Context: an optimization exercise on an open-source flow, tuned for small area. The choices shown serve that exercise and are no tape-out recipe.
Function was checked by simulation only, so behaviour that the tests miss may differ from the original.
Power figures rest on the tool's default switching activity, not on a simulated workload.

File: design/flow/design.v
package ascon_hmac_pkg;
  localparam int WORD_W = 64;
  localparam int HASH_W = 256;
  localparam int HASH_WORDS = HASH_W / WORD_W;
  localparam logic [WORD_W-1:0] IPAD = {8{8'h36}};
  localparam logic [WORD_W-1:0] OPAD = {8{8'h5c}};
  typedef enum logic [2:0] {
    IDLE,
    IKEY,
    IMSG,
    IWAIT,
    OKEY,
    OHASH,
    OWAIT,
    DONE
  } state_t;
endpackage
import ascon_hmac_pkg::*;
module hmac_word_seq
#(
  parameter int KEY_WORDS = 2
) (
  input  logic                        clk,
  input  logic                        rst_n,
  input  logic                        clear,
  input  logic                        advance,
  input  logic                        hash_mode,
  input  logic [WORD_W-1:0]           pad,
  input  logic [WORD_W*KEY_WORDS-1:0] key,
  input  logic [HASH_W-1:0]           inner,
  output logic [WORD_W-1:0]           word,
  output logic                        first,
  output logic                        final_word
);
  logic [1:0]        idx;
  logic [WORD_W-1:0] key_w   [4];
  logic [WORD_W-1:0] inner_w [4];
  for (genvar k = 0; k < 4; k++) begin : g_words
    if (k < KEY_WORDS) begin : g_key_used
      assign key_w[k] = key[WORD_W*(KEY_WORDS-k)-1 -: WORD_W];
    end else begin : g_key_unused
      assign key_w[k] = '0;
    end
    assign inner_w[k] = inner[HASH_W-1-WORD_W*k -: WORD_W];
  end
  assign word       = hash_mode ? inner_w[idx] : (key_w[idx] ^ pad);
  assign first      = (idx == 2'd0);
  assign final_word = hash_mode ? (idx == 2'(HASH_WORDS-1)) : (idx == 2'(KEY_WORDS-1));
  always_ff @(posedge clk or negedge rst_n) begin
    if (!rst_n) begin
      idx <= 2'd0;
    end else if (clear) begin
      idx <= 2'd0;
    end else if (advance) begin
      idx <= final_word ? 2'd0 : idx + 2'd1;
    end
  end
endmodule
import ascon_hmac_pkg::*;
module ascon_hmac_engine
#(
  parameter int KEY_WORDS = 2,
  parameter int VERIFY_EN = 1,
  parameter int CNT_W     = 16
) (
  input  logic                        clk,
  input  logic                        rst_n,
  input  logic                        hmac_start,
  input  logic                        hmac_abort,
  input  logic [WORD_W*KEY_WORDS-1:0] key_in,
  input  logic [HASH_W-1:0]           tag_in,
  input  logic [WORD_W-1:0]           msg_in,
  input  logic                        msg_valid,
  input  logic                        msg_last,
  output logic                        msg_ready,
  output logic [WORD_W-1:0]           hc_msg,
  output logic                        hc_valid,
  output logic                        hc_start,
  output logic                        hc_last,
  input  logic                        hc_ready,
  input  logic [HASH_W-1:0]           hc_hash,
  input  logic                        hc_done,
  output logic                        hc_abort,
  output logic [HASH_W-1:0]           hmac_out,
  output logic                        hmac_done,
  output logic                        tag_ok,
  output logic                        busy,
  output logic [CNT_W-1:0]            msg_count
);
  ascon_hmac_pkg::state_t      state;
  logic [WORD_W*KEY_WORDS-1:0] key_r;
  logic [HASH_W-1:0]           tag_r;
  logic [HASH_W-1:0]           inner_r;
  logic              seq_phase;
  logic              seq_adv;
  logic              seq_clear;
  logic [WORD_W-1:0] seq_word;
  logic              seq_first;
  logic              seq_final;
  logic              hs;
  assign seq_phase = (state == IKEY) || (state == OKEY) || (state == OHASH);
  assign hs        = hc_valid && hc_ready;
  assign seq_adv   = seq_phase && hs;
  assign seq_clear = hmac_abort || (state == IDLE);
  hmac_word_seq #(
    .KEY_WORDS(KEY_WORDS)
  ) u_seq (
    .clk       (clk),
    .rst_n     (rst_n),
    .clear     (seq_clear),
    .advance   (seq_adv),
    .hash_mode (state == OHASH),
    .pad       ((state == OKEY) ? OPAD : IPAD),
    .key       (key_r),
    .inner     (inner_r),
    .word      (seq_word),
    .first     (seq_first),
    .final_word(seq_final)
  );
  always_comb begin
    hc_msg    = '0;
    hc_valid  = 1'b0;
    hc_start  = 1'b0;
    hc_last   = 1'b0;
    msg_ready = 1'b0;
    case (state)
      IKEY, OKEY: begin
        hc_msg   = seq_word;
        hc_valid = 1'b1;
        hc_start = seq_first;
      end
      OHASH: begin
        hc_msg   = seq_word;
        hc_valid = 1'b1;
        hc_last  = seq_final;
      end
      IMSG: begin
        hc_msg    = msg_in;
        hc_valid  = msg_valid;
        hc_last   = msg_last;
        msg_ready = hc_ready;
      end
      default: ;
    endcase
  end
  always_ff @(posedge clk or negedge rst_n) begin
    if (!rst_n) begin
      state     <= IDLE;
      key_r     <= '0;
      tag_r     <= '0;
      inner_r   <= '0;
      hmac_out  <= '0;
      tag_ok    <= 1'b0;
      hmac_done <= 1'b0;
      busy      <= 1'b0;
      msg_count <= '0;
      hc_abort  <= 1'b0;
    end else begin
      hmac_done <= 1'b0;
      hc_abort  <= 1'b0;
      if (hmac_abort) begin
        state    <= IDLE;
        busy     <= 1'b0;
        hc_abort <= (state != IDLE) && (state != DONE);
      end else begin
        case (state)
          IDLE: begin
            if (hmac_start) begin
              key_r     <= key_in;
              tag_r     <= tag_in;
              msg_count <= '0;
              busy      <= 1'b1;
              state     <= IKEY;
            end
          end
          IKEY: begin
            if (hs && seq_final) state <= IMSG;
          end
          IMSG: begin
            if (msg_valid && hc_ready) begin
              msg_count <= msg_count + CNT_W'(1);
              if (msg_last) state <= IWAIT;
            end
          end
          IWAIT: begin
            if (hc_done) begin
              inner_r <= hc_hash;
              state   <= OKEY;
            end
          end
          OKEY: begin
            if (hs && seq_final) state <= OHASH;
          end
          OHASH: begin
            if (hs && seq_final) state <= OWAIT;
          end
          OWAIT: begin
            if (hc_done) begin
              hmac_out  <= hc_hash;
              tag_ok    <= (VERIFY_EN != 0) && (hc_hash == tag_r);
              hmac_done <= 1'b1;
              state     <= DONE;
            end
          end
          DONE: begin
            busy  <= 1'b0;
            state <= IDLE;
          end
          default: begin
            busy  <= 1'b0;
            state <= IDLE;
          end
        endcase
      end
    end
  end
endmodule
File: design/flow/constraint.sdc
create_clock -name core_clock -period 7.0 [get_ports {clk}]
set_input_delay 1.4000 -clock core_clock [delete_from_list [all_inputs] [get_ports {clk}]]
set_output_delay 1.4000 -clock core_clock [all_outputs]
set_load 0.01 [all_outputs]
File: design/flow/config.mk
export PLATFORM = sky130hd
export DESIGN_NAME = ascon_hmac_engine
export DESIGN_NICKNAME = ascon_hmac_engine
export VERILOG_FILES = /design/flow/design.v
export SDC_FILE = /design/flow/constraint.sdc
export NUM_CORES = 4
export LEC_CHECK = 0
export CAP_MARGIN = 20
export CORE_MARGIN = 2
export CORE_UTILIZATION = 40
export SLEW_MARGIN = 20
File: design/flow/run.sh
#!/bin/bash
# synth_recipe.tcl (not shown) runs the flow's synth.tcl, then flattens the netlist and writes it again
# the make line also repeats each setting of config.mk as NAME=value (left out here)
make -C /OpenROAD-flow-scripts/flow DESIGN_CONFIG=/design/flow/config.mk WORK_HOME=/design/flow/orfs CLKGATE_MAP_FILE= SYNTH_SCRIPT=/design/flow/synth_recipe.tcl finish
==> impl_results.md <==
* CP Data Arrival Time at 4750 ps
* TritonCTS Buffers at 105
* Routed WL at 189,000 um
* Layout cells sized above 1 at 27.8%
* Setup Fix Bufs, Post-CTS at 0
* Maximum clock insertion buffer count at 3
* Hold WS at 501 ps
* Design area at 56,700 sq um
* Core Util, Final at 55.6%
* Core ar. at 102,000 sq um
* First-pass GRT wire length at 258,000 um
* Pre-antenna DRT Iters at 15
* Cell area after technology mapping at 41,200 sq um
* Max Clock Skew at 28.6 ps
* Async S/R FF share, synth at 100%
* Fin crit share at 87.9%
* Clk Latency, worst-skew pair at 710 ps
* Final Max Tran Viols at 0
* Slew HR at 18.1%
* Largest net degree at the start of global routing at 150
* CTS clk-pin slew, worst paths at 60 ps
* Synth Area per Inst at 13.7 sq um
* Yosys top cell area share at 56.0%
* Sink Count at 921
* Worst Path Required at 5600 ps
* M1 WL at 76,700 um
* Starting Density at 40.4%
* Leak pwr at 24.4 nW
* Final hold vios at 0
* Antenna Nets Post-Route at 0
* Post-synthesis sequential area ratio at 56.0%
* Clk root buf: clkbuf_16
* IO Port Bufs at 1,055
* Detailed placer's ending HPWL at 148,000 um
* CTS Hold Bufs at 0
* Remaining global-route overflow at 0
* Synth Net Count at 3,730
* I/O pin total at 1,056
* Pwr/cell area at 263 nW/um^2
* CTS tree: done
* Via density at 5.64
* Setup CP Type: reg -> out
* Met2 routed WL at 92,800 um
* RSZ-0062 raised after global routing: no
* Total global-route track usage at 35.1%
* Wire per inst at 34.3 um
* Die X at 325 um
* Top Metal Used: met5
* Met3 Wirelength at 14,000 um
* Area Growth Syn to Fin at 37.7%
* Hold Path Class: reg -> reg
* Slew @ Worst Pin at 1220 ps
* Max-cap viol count at 0
* Final std cells w/o fill at 5,510
* # setup viols final at 0
* Distinct cell type count after synthesis at 49
* Die Ht at 325 um
* Number of synthesized register bits at 921
* Post-DP Area at 53,000 sq um
* DR DRC count at 0
* H-tree level count at 3
* Achievable frequency at 162 MHz
* Antenna violations before repair at 62
* Cells after synthesis at 3,012
* Crit path max fanout at 38
* # resized after CTS at 0
* Initial DRC count at 3,090
* Number of global-route vias before repair at 31,300
* Peak VDD IR at 0.209 mV
* Routability cong. at 0.907
* DR vias at 31,100
* Post-synth EDFFs at 0
* Dpl cells at 5,285
* Synth Flop Type: dfrtp_1
* Post-synthesis cell type with the largest combined area: dfrtp_1
* Synth warnings at 4
* Setup TNS at 0 ps
* Status: finished clean
* Final min period at 6150 ps
* DIE AREA at 106,000 sq um
* Final #Nets at 4,742
* CP endpoint kind: primary output
* Main area contributors after synthesis: dfrtp_1, mux2_2, xor2_1
* Row count at 117
* CP startpoint kind: flop
cells in the final DEF, fill, tap and decap left out, drive strengths merged, types with 34 or more instances in the layout:
master and n:
clkdlybuf4s50 1054, nor4 53, a21oi 41, nor2 53, clkbuf 158, xor2 189
o21ai 83, a22oi 81, dfrtp 921, a222oi 64, mux2 904, mux2i 34
buf 44, nand2 137, xnor2 66
flip-flops by register name, summed over array words and instances, names as in the netlist, 2 cells and up:
signal	flops
key_r	128
msg_count	16
u_seq.idx	2
hmac_out	256
state	3
tag_r	256
inner_r	256
layer usage:
metal,vias to the layer above,track usage [%]
li1,13000,-
met1,16300,45.4
met2,1480,58.6
met3,248,8.28
met4,22,10.3
met5,-,0
power breakdown:
part           switching (mW)  internal, mW
combinational            1.38          1.33
sequential              0.440          5.91
clock                    2.41          3.42
worst max-delay path, cell delays in order (launching register included):
cell,delay [ps]
dfrtp_1,450
inv_1,190
ha_4,520
buf_4,520
a222oi_1,250
o21ai_0,780
mux2_2,300
a22oi_1,70
o21ai_0,310
clkdlybuf4s50_1,600
cells in the mapped netlist (16+ instances only):
cell type	number
xor2_1	189
buf_6	32
buf_2	80
nand4_1	33
nor2_1	52
mux2i_1	34
a22oi_1	81
nand2b_1	19
clkbuf_1	61
dfrtp_1	921
mux2_2	904
a211oi_1	16
a21oi_1	41
nand2_1	136
o21ai_0	83
nor4_1	53
a22o_1	17
inv_1	19
xnor2_1	66
o31ai_1	32
a222oi_1	64
metrics by stage:
stage                     worst slack (ps)  power (mW)
after global routing                   777        15.4
after CTS                              884        15.0
after detailed placement              1660        9.14
after global placement                1660        9.11
final                                  845        14.9
after floorplan                       3580        7.59
final timing paths:
| kind | depth (start not counted) | slack (ps) | from | endpoint |
|---|---|---|---|---|
| min in group asynchronous | 1 | 780 | rst_n | key_r[70] |
| hold reg to reg | 1 | 500 | inner_r[200] | inner_r[200] |
| max in group asynchronous | 3 | 4730 | rst_n | tag_r[16] |
| setup reg to reg | 5 | 3450 | state[2] | hmac_out[9] |
| hold / removal | 1 | 500 | inner_r[200] | inner_r[200] |
| setup / recovery | 9 | 850 | u_seq.idx[1] | hc_msg[10] |
layout make-up:
cell class / instances / area (sq um)
repair buffers: 1098 / 11100
multi-input cells: 1879 / 17100
clock buffers: 158 / 3150
fillers: 8782 / 45200
well taps: 1368 / 1710
diodes: 27 / 67.6
clock inverters: 40 / 517
flip-flops and latches: 921 / 23100
inverters: 19 / 71.3
cell families (layout without fill, tap and decap cells):
logic type / Yosys count / in the layout / synth area share, %
AO/OA/AOI/OAI: 350 / 350 / 6.12
AND/OR/NAND/NOR: 330 / 330 / 3.93
flip-flops: 921 / 921 / 56.0
adder cells (fa/ha/maj): 6 / 6 / 0.182
XOR/XNOR: 255 / 255 / 5.42
multiplexers: 938 / 938 / 25.5
other: 0 / 27 / 0
buffers and inverters: 212 / 1315 / 2.82

==> re-timing with driven ports <==
In the flow no input, the clock included, has a driving cell. The finished layout below was timed again as built, in two steps. Step 1: set_driving_cell puts a clkbuf_16 on clk and a buf_2 on each other input, an assumption about the parent block. Step 2 also shifts input and output timing later by t, the mid clock arrival at the registers, as if the neighbouring blocks saw the same clock. a / b / c = ideal ports / drivers / drivers and shift; a / b = the first two.
t (ns): 0.768
setup WS [ns]: 0.845 / 0.771 / 1.539
cell pins on the clock port's net: 1
After both steps setup and hold are still met in this run. The setup slack of this run moves by -0.074 ns with the drivers and by +0.694 ns with both steps.
